This is an optimization exercise on Yosys and OpenROAD, whose aim is small area, not a production implementation.
Function was checked by simulation only, so behaviour that the tests miss may differ from the original.
The flow treats the clock pin as an ideal source, which a real chip does not have.
No activity file was given, so power comes from the tool's default toggle rates.

oak:
==> flow/design.v <==
module seq_mac_unit #(
    parameter int N                  = 41,
    parameter int CLK_DIV_MULTIPLIER = 50
) (
    input  logic           clk_i,
    input  logic           rst_i,
    input  logic           MUL_Start_STRB_i,
    input  logic [2*N-1:0] a_i,
    input  logic [2*N-1:0] b_i,
    input  logic [2*N-1:0] acc_i,
    output logic           MUL_Done_STRB_o,
    output logic [2*N-1:0] out_o,
    output logic           busy_o
);
    localparam int W    = 2 * N;
    localparam int LAT  = N * CLK_DIV_MULTIPLIER + 1;  
    localparam int P    = N + 1;                       
    localparam int WORK = N * P + N;                   
    localparam int WAIT = LAT - WORK;                  
    localparam int NPL  = (WAIT + P - 1) / P;          
    localparam logic [5:0] S_INIT = 6'(64 - NPL);
    localparam int AR = WAIT % P;
    localparam int HR = (WAIT + N * P) % N;
    logic          busy_q, done_q;
    logic          t2_q;
    logic [1:0]    q3_q;
    logic [2:0]    q7_q;
    logic [5:0]    s_q;
    logic          c_q;
    logic [N-1:0]  h_q, l_q;
    logic [N:0]    a_q;        
    logic [N-1:0]  ah_q;       
    logic [N:0]    a_ld;
    logic [N-1:0]  ah_ld;
    logic last, p_last, p_sign, in_mul, in_fin, sub, pre, pol;
    logic a0, ah0, h0, x, sum, maj, s41;
    logic unused_upper_s;
    assign unused_upper_s = ^{a_i[W-1:N], b_i[W-1:N]};
    assign p_last = t2_q & ~q3_q[0] & (q7_q == 3'b001);                
    assign p_sign = ~t2_q & q3_q[1] & q3_q[0] & (q7_q == 3'b100);      
    assign in_mul = ~s_q[5] | (~s_q[4] & ~(s_q[3] & s_q[0]));  
    assign in_fin = s_q[5] & ~s_q[4] & s_q[3] & s_q[0];        
    assign sub    = s_q[5] & ~s_q[4] & s_q[3] & ~s_q[0];       
    assign pre    = s_q[5] & ~s_q[3] & s_q[2] & s_q[1] & s_q[0];  
    assign last   = in_fin & p_sign;
    assign pol    = ~t2_q;    
    assign a0  = a_q[0] ^ pol;
    assign ah0 = ah_q[0] ^ pol;
    assign h0  = h_q[0];
    assign x   = in_mul ? ((l_q[0] & a0) ^ sub) : ah0;
    assign sum = h0 ^ x ^ c_q;
    assign maj = (h0 & x) | (c_q & (h0 ^ x));
    assign s41 = h0 ^ x ^ maj;      
    always_ff @(posedge clk_i or posedge rst_i) begin
        if (rst_i) begin
            busy_q <= 1'b0;
            done_q <= 1'b0;
        end else begin
            busy_q <= (MUL_Start_STRB_i & ~busy_q) | (busy_q & ~last);
            done_q <= busy_q & last;
        end
    end
    always_ff @(posedge clk_i) begin
        if (!busy_q) begin
            t2_q <= 1'b0;
            q3_q <= 2'b01;
            q7_q <= 3'b001;
            s_q  <= S_INIT;
        end else begin
            t2_q <= ~t2_q;
            q3_q <= {q3_q[0], q3_q[1] ^ q3_q[0]};
            q7_q <= {q7_q[1:0], q7_q[2] ^ q7_q[1]};
            s_q  <= s_q + {5'd0, p_last};
        end
    end
    for (genvar i = 0; i <= N; i++) begin : g_a_ld
        if (((i + P - AR) % P) == N) begin : g_acc40
            assign a_ld[i] = acc_i[N-1];
        end else begin : g_a
            assign a_ld[i] = a_i[(i + P - AR) % P];
        end
    end
    for (genvar i = 0; i < N; i++) begin : g_ah_ld
        assign ah_ld[i] = acc_i[N + ((i + N - HR) % N)];
    end
    logic [N:0]   a_d;
    logic [N-1:0] ah_d;
    logic idle;
    assign idle = ~busy_q;
    for (genvar i = 0; i <= N; i++) begin : g_a
        smac_ring u_r (.sel(busy_q), .sel_n(idle), .a(a_q[(i + 1) % (N + 1)]), .b(a_ld[i]),
                       .y(a_d[i]));
    end
    for (genvar i = 0; i < N; i++) begin : g_ah
        smac_ring u_r (.sel(busy_q), .sel_n(idle), .a(ah_q[(i + 1) % N]), .b(ah_ld[i]),
                       .y(ah_d[i]));
    end
    always_ff @(posedge clk_i) begin
        a_q  <= a_d;
        ah_q <= ah_d;
    end
    always_ff @(posedge clk_i) begin
        if (p_last) begin
            c_q <= pre | (sub & a0);
        end else if (p_sign & in_mul) begin
            c_q <= s41;
        end else begin
            c_q <= maj;
        end
    end
    logic sel_ld, sel_step, sel_sh, sel_hold, sel_lhold, h_top;
    logic [N-1:0] h_d, l_d, h_nx, l_nx;
    assign sel_ld    = MUL_Start_STRB_i & ~busy_q;
    assign sel_step  = busy_q & in_mul & p_last;
    assign sel_sh    = busy_q & ~(s_q[5] & s_q[4]);    
    assign sel_hold  = ~(sel_ld | sel_sh);
    assign sel_lhold = ~(sel_ld | sel_step);
    assign h_top     = p_last ? c_q : sum;
    assign h_nx      = {h_top, h_q[N-1:1]};
    assign l_nx      = {h_q[0], l_q[N-1:1]};
    for (genvar i = 0; i < N; i++) begin : g_hl
        smac_sel3 u_h (.ld(sel_ld), .sh(sel_sh), .hd(sel_hold),
                       .a(acc_i[i]), .b(h_nx[i]), .c(h_q[i]), .y(h_d[i]));
        smac_sel3 u_l (.ld(sel_ld), .sh(sel_step), .hd(sel_lhold),
                       .a(b_i[i]), .b(l_nx[i]), .c(l_q[i]), .y(l_d[i]));
    end
    always_ff @(posedge clk_i) begin
        h_q <= h_d;
        l_q <= l_d;
    end
    assign out_o           = {h_q, l_q};
    assign MUL_Done_STRB_o = done_q;
    assign busy_o          = busy_q;
endmodule
module smac_ring (
    input  logic sel,
    input  logic sel_n,
    input  logic a,
    input  logic b,
    output logic y
);
    assign y = ~((sel | b) & (sel_n | a));
endmodule
module smac_sel3 (
    input  logic ld,
    input  logic sh,
    input  logic hd,
    input  logic a,
    input  logic b,
    input  logic c,
    output logic y
);
    assign y = (ld & a) | (sh & b) | (hd & c);
endmodule
==> flow/config.mk <==
export PLATFORM = sky130hd
export DESIGN_NAME = seq_mac_unit
export DESIGN_NICKNAME = seq_mac_unit
export VERILOG_FILES = /design/flow/design.v
export SDC_FILE = /design/flow/constraint.sdc
export NUM_CORES = 4
export LEC_CHECK = 0
export CAP_MARGIN = 0
export CORE_MARGIN = 2
export CORE_UTILIZATION = 55
export PLACE_DENSITY = 0.8
export SLEW_MARGIN = 0
export SYNTH_HIERARCHICAL = 1
export SYNTH_MINIMUM_KEEP_SIZE = 0
==> flow/constraint.sdc <==
create_clock -name core_clock -period 10.0 [get_ports {clk_i}]
set_input_delay 2.0000 -clock core_clock [delete_from_list [all_inputs] [get_ports {clk_i}]]
set_output_delay 2.0000 -clock core_clock [all_outputs]
set_load 0.01 [all_outputs]
standard.sh (not shown) runs the stock make flow with config.mk's settings and CLKGATE_MAP_FILE= SYNTH_SCRIPT=/design/flow/synth_recipe.tcl, a recipe that flattens the netlist after the stock synthesis.
==> flow/flow/run.sh <==
#!/bin/bash
# Standard ORFS layout (the standard.sh, standard synthesis unchanged) with
# changes of cell choice only: the port buffers are the smallest buffer, the
# clock tree is built from clkbuf_8 without dummy loads, and after CTS each
# clock buffer is downsized where the flip-flop clock slew stays low.
set -euo pipefail
export BUFFER_PORTS_ARGS="-buffer_cell sky130_fd_sc_hd__buf_1"
export CTS_ARGS="-sink_clustering_enable -repair_clock_nets -dont_use_dummy_load -buf_list sky130_fd_sc_hd__clkbuf_8 -root_buf sky130_fd_sc_hd__clkbuf_8"
export POST_CTS_TCL="$PWD/flow/downsize.tcl"
bash standard.sh > standard.log 2>&1
==> flow/flow/downsize.tcl <==
# Downsize clock buffers to clkbuf_4 (then clkbuf_2) where the flip-flop clock
# pins they drive keep a slew under the limit (placement parasitics).
proc ctsd_worst_clk_slew {} {
  set worst 0
  foreach pin [get_pins -hierarchical */CLK] {
    set s [get_property $pin slew_max]
    if {$s > $worst} {set worst $s}
  }
  return $worst
}
set ctsd_limit 0.120
estimate_parasitics -placement
foreach size {4 2} {
  foreach inst [get_cells *] {
    set m [get_property $inst ref_name]
    if {![string match "sky130_fd_sc_hd__clkbuf_*" $m]} continue
    set cur [string range $m [expr [string last _ $m]+1] end]
    if {$cur <= $size} continue
    replace_cell $inst sky130_fd_sc_hd__clkbuf_$size
    estimate_parasitics -placement
    if {[ctsd_worst_clk_slew] > $ctsd_limit} {
      replace_cell $inst $m
      estimate_parasitics -placement
    } else {
      puts "CTSD [get_property $inst name] $m -> clkbuf_$size"
    }
  }
}
puts "CTSD worst clock slew [ctsd_worst_clk_slew]"
detailed_placement
check_placement
Inputs modified between oak and pine:
--- a/flow/design.v
+++ b/flow/design.v
@@ -83,19 +83,15 @@
     for (genvar i = 0; i < N; i++) begin : g_ah_ld
         assign ah_ld[i] = acc_i[N + ((i + N - HR) % N)];
     end
     logic [N:0]   a_d;
     logic [N-1:0] ah_d;
-    logic idle;
-    assign idle = ~busy_q;
     for (genvar i = 0; i <= N; i++) begin : g_a
-        smac_ring u_r (.sel(busy_q), .sel_n(idle), .a(a_q[(i + 1) % (N + 1)]), .b(a_ld[i]),
-                       .y(a_d[i]));
+        smac_ring u_r (.sel(busy_q), .a(a_q[(i + 1) % (N + 1)]), .b(a_ld[i]), .y(a_d[i]));
     end
     for (genvar i = 0; i < N; i++) begin : g_ah
-        smac_ring u_r (.sel(busy_q), .sel_n(idle), .a(ah_q[(i + 1) % N]), .b(ah_ld[i]),
-                       .y(ah_d[i]));
+        smac_ring u_r (.sel(busy_q), .a(ah_q[(i + 1) % N]), .b(ah_ld[i]), .y(ah_d[i]));
     end
     always_ff @(posedge clk_i) begin
         a_q  <= a_d;
         ah_q <= ah_d;
     end
@@ -132,16 +128,15 @@
     assign MUL_Done_STRB_o = done_q;
     assign busy_o          = busy_q;
 endmodule
 module smac_ring (
     input  logic sel,
-    input  logic sel_n,
     input  logic a,
     input  logic b,
     output logic y
 );
-    assign y = ~((sel | b) & (sel_n | a));
+    assign y = ~(sel ? a : b);
 endmodule
 module smac_sel3 (
     input  logic ld,
     input  logic sh,
     input  logic hd,
Results
There was hardly any difference in synthesized cell count between oak and pine. Compared with oak, in pine portion of total power attributed to the clock network increased 2.6 points, first-iteration DRC count decreased 26%. From oak to pine the numbers moved as follows: final area higher, area fraction in and, or, nand and nor cells after synthesis roughly the same, overall die area higher, internal power contribution lower.

## separate check: timing with driven ports
The flow's constraints put no driver on any port. The routed layouts listed below were extracted and timed again, unchanged, in two steps.
Step 1: set_driving_cell puts a clkbuf_16 on clk_i and a buf_2 on each other input, an assumption about the parent block.
Step 2 moves the port delays by t, midway between the first and last clock arrival at a register: inputs arrive t later, outputs are due t later. That takes back most of the time a late clock gives input paths.
Three values: ideal ports, drivers, drivers and shift; two values: the first two.
run | t, ns | setup slack, ns | slew at the worst register clock pin (ns)
oak | 0.560 | 6.614 / 6.614 / 6.081 | 0.12 / 0.12
pine | 0.553 | 5.616 / 5.616 / 5.616 | 0.11 / 0.11
After both steps every run listed still meets setup and hold. For oak, which loses most, drivers alone change the setup slack by 0.000 ns; drivers and shift together by -0.533 ns.
